This design comes from an exercise in tuning for small area on the open sky130 flow, not from production work.
Only simulation tests tie the RTL to the original design; equivalence was not proved.
Power figures rest on the tool's default switching activity, not on a simulated workload.

==> flow/design.v (excerpt) <==
module additive_synth_top (
	input wire ADC_Data_Received,
	input wire reset,
	input wire i_param_load,
	input wire [15:0] i_param_freq,
	input wire [8:0] i_param_rate,
	input wire [8:0] i_param_initial,
	input wire [15:0] i_param_spread,
	output logic o_dac_cs,
	output logic o_dac_clock,
	output logic o_dac_bit
);
	logic [10:0] cnt;                  
	logic active;                      
	logic [7:0] rc;                    
	logic [3:0] b;
	logic copy;                        
	assign b = rc[3:0];
	assign copy = (cnt == 11'd1499) || (cnt == 11'd2047);
	always_ff @(posedge ADC_Data_Received) begin
		if (reset) begin
			cnt <= 11'd2047;
			active <= 1'b0;
			rc <= 8'd0;
		end else begin
			cnt <= copy ? 11'd0 : cnt + 11'd1;
			if (cnt == 11'd1499)
				active <= 1'b1;
			rc <= rc + 8'd1;
		end
	end
	localparam logic [15:0] FREQ_ROT = 16'(FREQ_DEFAULT) << 1;
	localparam logic [15:0] SPREAD_ROT = 16'(SPREAD_DEFAULT) << 1;
	logic [15:0] live_freq, live_spread, snap_freq, snap_spread;
	logic [8:0] live_rate, live_init, snap_rate;
	logic lv;
	logic [1:0] qs;
	always_ff @(posedge ADC_Data_Received) begin
		if (i_param_load) begin
			live_freq <= i_param_freq;
			live_rate <= i_param_rate;
			live_init <= i_param_initial;
			live_spread <= i_param_spread;
		end
		if (reset)
			lv <= 1'b0;
		else if (i_param_load)
			lv <= 1'b1;
	end
	always_ff @(posedge ADC_Data_Received) begin
		if (reset) begin
			snap_freq <= FREQ_ROT;
			snap_spread <= SPREAD_ROT;
			snap_rate <= 9'(RATE_DEFAULT);
			qs <= 2'd0;
		end else if (copy && lv) begin
			snap_freq <= live_freq;
			snap_spread <= live_spread;
			snap_rate <= live_rate;
			qs <= rc[3:2];
		end else begin
			snap_freq <= {snap_freq[0], snap_freq[15:1]};
			snap_spread <= {snap_spread[0], snap_spread[15:1]};
		end
	end
	logic wk;                          
	logic [1:0] w;                     
  ...
Size in the first run: roughly 56 I/O pins, roughly 14000 um^2 of cells after synthesis.
clock: 12.0 ns
lec_check: 0
cap_margin: 20
core_margin: 2
core_utilization: 40
place_density: 0.6
slew_margin: 20
standard.sh (not shown) runs the stock make flow with config.mk's settings and CLKGATE_MAP_FILE= SYNTH_SCRIPT=/design/flow/synth_recipe.tcl, a recipe that flattens the netlist after the stock synthesis.
==> flow/flow/run.sh <==
#!/bin/bash
# Standard ORFS layout with a leaner clock tree (large leaf clusters, no
# dummy loads) and the smallest buffer on each port.
set -uo pipefail
bash standard.sh \
  "CTS_ARGS=-sink_clustering_enable -repair_clock_nets -buf_list sky130_fd_sc_hd__clkbuf_8 -sink_clustering_size 18 -sink_clustering_max_diameter 60 -dont_use_dummy_load" \
  "BUFFER_PORTS_ARGS=-buffer_cell sky130_fd_sc_hd__buf_1" \
  finish > orfs_make.log 2>&1
status=$?
cp -r orfs/logs orfs_logs 2>/dev/null || true
exit $status
Next try:
--- a/flow/design.v
+++ b/flow/design.v
@@ -79,29 +79,25 @@
 	logic [3:0] k;                     
 	logic kz;
 	logic alive;                       
 	logic last_word;
 	assign kz = (k == 4'd0);
 	assign last_word = (b == 4'd15);
 	logic [255:0] ring;
-	logic head, tap, head_val, head_sum, head_in, pc, pcn, pg, pci;
+	logic head, tap, head_val, head_in, pc, pcn;
 	logic [15:0] adv;
 	logic adv_out, adv_in, ac, acn, op;
 	logic clearing, pa;
 	assign head = ring[255];
 	assign tap = ring[239];
 	assign clearing = !active && (cnt[10:8] == 3'd0);
+	assign head_val = head && !clearing;
 	assign pa = wk && (w == 2'd1) && alive;
 	assign adv_out = adv[0];
-	assign head_val = head & !clearing;
-	assign pg = pa & adv_out;
-	assign pci = pc & (b != 4'd0);
-	assign head_sum = head_val ^ pg ^ pci;
-	assign pcn = (head_val & pg) | (pci & (head_val ^ pg));
-	assign head_in = head_sum & !clearing;
+	assign {pcn, head_in} = head_val + (pa && adv_out) + (pc && (b != 4'd0));
 	always_comb begin
 		if ((w == 2'd1) || (w == 2'd0 && kz))
 			op = snap_freq[{qs, 2'b01}];
 		else if (w == 2'd2)
 			op = snap_spread[{qs, 2'b01}];
 		else
 			op = 1'b0;
@@ -115,21 +111,15 @@
 	end
 	logic [14:0] x;
 	logic s;
 	logic seen_a, ain, out_a, clip, magbit;
 	logic [14:0] acc_a;
 	logic [15:0] sum_a;
 	assign ain = (w == 2'd1) && (b != 4'd15) && (head ^ seen_a);
-	logic [15:0] ca;
-	assign ca[0] = 1'b0;
-	for (genvar i = 0; i < 15; i++) begin : g_add_a
-		assign sum_a[i] = acc_a[i] ^ (ain & x[i]) ^ ca[i];
-		assign ca[i+1] = (acc_a[i] & (ain & x[i])) | (ca[i] & (acc_a[i] ^ (ain & x[i])));
-	end
-	assign sum_a[15] = ca[15];
+	assign sum_a = {1'b0, acc_a} + (ain ? {1'b0, x} : 16'd0);
 	assign out_a = sum_a[0];
 	assign clip = (x == 15'h4000);
 	assign magbit = out_a || clip;
 	always_ff @(posedge ADC_Data_Received) begin
 		if (w == 2'd0 && b != 4'd15)
 			x <= {tap, x[14:1]};
 		if (w == 2'd1 && b == 4'd15)
@@ -142,21 +132,15 @@
 	logic magwin, ratewin, bin, out_b, seen_b, rate_bit;
 	logic [15:0] rate_vec;
 	assign magwin = (w == 2'd1 && b >= 4'd13) || (w == 2'd2 && b <= 4'd11);
 	assign ratewin = wk && !kz && ((w == 2'd0 && b >= 4'd9) || (w == 2'd1 && b <= 4'd1));
 	assign rate_vec = {snap_rate[6:0], 7'b0, snap_rate[8], snap_rate[7]};
 	assign rate_bit = rate_vec[b];
 	assign bin = magwin ? magbit : (ratewin && rate_bit);
-	logic [9:0] cb;
-	assign cb[0] = 1'b0;
-	for (genvar i = 0; i < 9; i++) begin : g_add_b
-		assign sum_b[i] = acc_b[i] ^ (bin & lvl[i]) ^ cb[i];
-		assign cb[i+1] = (acc_b[i] & (bin & lvl[i])) | (cb[i] & (acc_b[i] ^ (bin & lvl[i])));
-	end
-	assign sum_b[9] = cb[9];
+	assign sum_b = {1'b0, acc_b} + (bin ? {1'b0, lvl} : 10'd0);
 	assign out_b = sum_b[0];
 	always_ff @(posedge ADC_Data_Received) begin
 		acc_b <= sum_b[9:1];
 		seen_b <= !(w == 2'd1 && b == 4'd12) && (seen_b || out_b);
 		if (!reset && copy)
 			lvl <= lv ? live_init : 9'(INITIAL_DEFAULT);
 		else if (wk && !kz && w == 2'd1 && b == 4'd2)
Outcome: The new run finished with timing, DRC and antenna clean. Cell count is higher by 4.6%. Global-route usage came out higher by 0.53 points. Core utilization rises by 0.37 points. Register-to-register slack improved by 2400 ps. Wire length grows by 4.7%.

== run 1 ==
Another version of the RTL of additive_synth_top (not shown whole).
Size in the first run: ~990 cells after synthesis, ~490 flip-flops, roughly 56 I/O pins, roughly 14000 um^2 of cells after synthesis.
export LEC_CHECK = 0
export CAP_MARGIN = 20
export CORE_MARGIN = 2
export CORE_UTILIZATION = 40
export PLACE_DENSITY = 0.6
export SLEW_MARGIN = 20
create_clock -name core_clock -period 12.0 [get_ports {ADC_Data_Received}]
==> flow/flow/run.sh <==
#!/bin/bash
# Standard ORFS layout with a leaner clock tree (large leaf clusters, no
# dummy loads) and the smallest buffer on each port.
set -uo pipefail
bash standard.sh \
  "CTS_ARGS=-sink_clustering_enable -repair_clock_nets -buf_list sky130_fd_sc_hd__clkbuf_8 -sink_clustering_size 20 -sink_clustering_max_diameter 65 -dont_use_dummy_load" \
  "BUFFER_PORTS_ARGS=-buffer_cell sky130_fd_sc_hd__buf_1" \
  finish > orfs_make.log 2>&1
status=$?
cp -r orfs/logs orfs_logs 2>/dev/null || true
exit $status
The final layout from run 1, which completed every stage, passed the timing, design-rule and antenna checks at the end of the flow.
Relative to run 1, the following input files were edited for run 2:
diff --git a/flow/design.v b/flow/design.v
--- a/flow/design.v
+++ b/flow/design.v
@@ -74,60 +74,65 @@
 			snap_spread <= {snap_spread[0], snap_spread[15:1]};
 		end
 	end
 	logic wk;                          
 	logic [1:0] w;                     
 	logic [3:0] k;                     
 	logic kz;
 	logic alive;                       
 	logic last_word;
 	assign kz = (k == 4'd0);
 	assign last_word = (b == 4'd15);
 	logic [255:0] ring;
-	logic head, tap, head_val, head_in, pc, pcn;
+	logic head, tap, head_val, head_sum, head_in, pc, pcn, pg, pci;
 	logic [15:0] adv;
 	logic adv_out, adv_in, ac, acn, op;
 	logic clearing, pa;
 	assign head = ring[255];
 	assign tap = ring[239];
 	assign clearing = !active && (cnt[10:8] == 3'd0);
-	assign head_val = head && !clearing;
 	assign pa = wk && (w == 2'd1) && alive;
 	assign adv_out = adv[0];
-	assign {pcn, head_in} = head_val + (pa && adv_out) + (pc && (b != 4'd0));
+	assign head_val = head & !clearing;
+	assign pg = pa & adv_out;
+	assign pci = pc & (b != 4'd0);
+	assign head_sum = head_val ^ pg ^ pci;
+	assign pcn = (head_val & pg) | (pci & (head_val ^ pg));
+	assign head_in = head_sum & !clearing;
 	always_comb begin
 		if ((w == 2'd1) || (w == 2'd0 && kz))
 			op = snap_freq[{qs, 2'b01}];
 		else if (w == 2'd2)
 			op = snap_spread[{qs, 2'b01}];
 		else
 			op = 1'b0;
 	end
 	assign {acn, adv_in} = adv_out + op + (ac && (b != 4'd0));
 	always_ff @(posedge ADC_Data_Received) begin
 		ring <= {ring[254:0], head_in};
 		pc <= pcn;
 		adv <= {wk ? adv_in : 1'b0, adv[15:1]};
 		ac <= acn;
 	end
 	logic [14:0] x;
 	logic s;
 	logic seen_a, ain, out_a, clip, magbit;
 	logic [14:0] acc_a;
 	logic [15:0] sum_a;
 	assign ain = (w == 2'd1) && (b != 4'd15) && (head ^ seen_a);
 	logic [15:0] ca;
 	assign ca[0] = 1'b0;
 	for (genvar i = 0; i < 15; i++) begin : g_add_a
-		assign {ca[i+1], sum_a[i]} = acc_a[i] + (ain && x[i]) + ca[i];
+		assign sum_a[i] = acc_a[i] ^ (ain & x[i]) ^ ca[i];
+		assign ca[i+1] = (acc_a[i] & (ain & x[i])) | (ca[i] & (acc_a[i] ^ (ain & x[i])));
 	end
 	assign sum_a[15] = ca[15];
 	assign out_a = sum_a[0];
 	assign clip = (x == 15'h4000);
 	assign magbit = out_a || clip;
 	always_ff @(posedge ADC_Data_Received) begin
 		if (w == 2'd0 && b != 4'd15)
 			x <= {tap, x[14:1]};
 		if (w == 2'd1 && b == 4'd15)
 			s <= head;
 		seen_a <= !last_word && (seen_a || head);
 		acc_a <= sum_a[15:1];
@@ -135,25 +140,26 @@
 	logic [8:0] lvl, acc_b;
 	logic [9:0] sum_b;
 	logic magwin, ratewin, bin, out_b, seen_b, rate_bit;
 	logic [15:0] rate_vec;
 	assign magwin = (w == 2'd1 && b >= 4'd13) || (w == 2'd2 && b <= 4'd11);
 	assign ratewin = wk && !kz && ((w == 2'd0 && b >= 4'd9) || (w == 2'd1 && b <= 4'd1));
 	assign rate_vec = {snap_rate[6:0], 7'b0, snap_rate[8], snap_rate[7]};
 	assign rate_bit = rate_vec[b];
 	assign bin = magwin ? magbit : (ratewin && rate_bit);
 	logic [9:0] cb;
 	assign cb[0] = 1'b0;
 	for (genvar i = 0; i < 9; i++) begin : g_add_b
-		assign {cb[i+1], sum_b[i]} = acc_b[i] + (bin && lvl[i]) + cb[i];
+		assign sum_b[i] = acc_b[i] ^ (bin & lvl[i]) ^ cb[i];
+		assign cb[i+1] = (acc_b[i] & (bin & lvl[i])) | (cb[i] & (acc_b[i] ^ (bin & lvl[i])));
 	end
 	assign sum_b[9] = cb[9];
 	assign out_b = sum_b[0];
 	always_ff @(posedge ADC_Data_Received) begin
 		acc_b <= sum_b[9:1];
 		seen_b <= !(w == 2'd1 && b == 4'd12) && (seen_b || out_b);
 		if (!reset && copy)
 			lvl <= lv ? live_init : 9'(INITIAL_DEFAULT);
 		else if (wk && !kz && w == 2'd1 && b == 4'd2)
 			lvl <= acc_b;
 	end
 	logic [15:0] tl_lo, tr_lo;
[summary]
- Total area of multi-input combinational cells, run 2 and run 1: larger value in run 2
- Run 2 vs run 1: worst IR drop on VDD up
- Total number of vias went up slightly going from run 1 to run 2.
- Taking run 1 as the reference, in run 2 die outline area saw an increase; area after synthesis saw an increase.
- On die span in y, the lower figure sits with run 1, not run 2.
- Synthesized instance count came out higher on run 2 than on run 1.
- Looking at worst setup slack across run 2 and run 1, the one that comes out higher is run 2.
- [run 2] cell area rose 350 um^2 relative to run 1
- For via density per instance, run 1 and run 2 come out practically identical.
- Run 2 closes out successfully: all stages finished, all timing, DRC and antenna checks passed.
- On clock group power, run 2 and run 1 are neck and neck.
- Higher wire length on met2 goes to run 2 over run 1.

==> static timing again, ports no longer ideal <==
The flow's constraints put no driver on any port. The routed layouts listed below were extracted and timed again, unchanged, in two steps. Step 1, drivers: a clkbuf_16 drives ADC_Data_Received and a buf_2 each remaining input, both assumed. Step 2 moves the port delays by t, midway between the first and last clock arrival at a register: inputs arrive t later, outputs are due t later. That takes back most of the time a late clock gives input paths. a / b / c = ideal ports / drivers / drivers and shift; a / b = the first two.
run	t (ns)	setup WS [ns]	worst hold slack (ns)	worst setup path after step 2	clock arrival spread, ns
the first run of note 1	0.562	4.902 / 4.902 / 4.902	0.284 / 0.284 / 0.284	register to register	0.060 / 0.060
the second run of note 1	0.556	6.478 / 6.437 / 6.993	0.304 / 0.304 / 0.304	register to output	0.080 / 0.080
run 1	0.623	4.201 / 4.201 / 4.201	0.281 / 0.281 / 0.281	register to register	0.064 / 0.064
run 2	0.611	4.926 / 4.926 / 4.926	0.297 / 0.297 / 0.297	register to register	0.065 / 0.065
After both steps setup and hold are still met in every run listed.
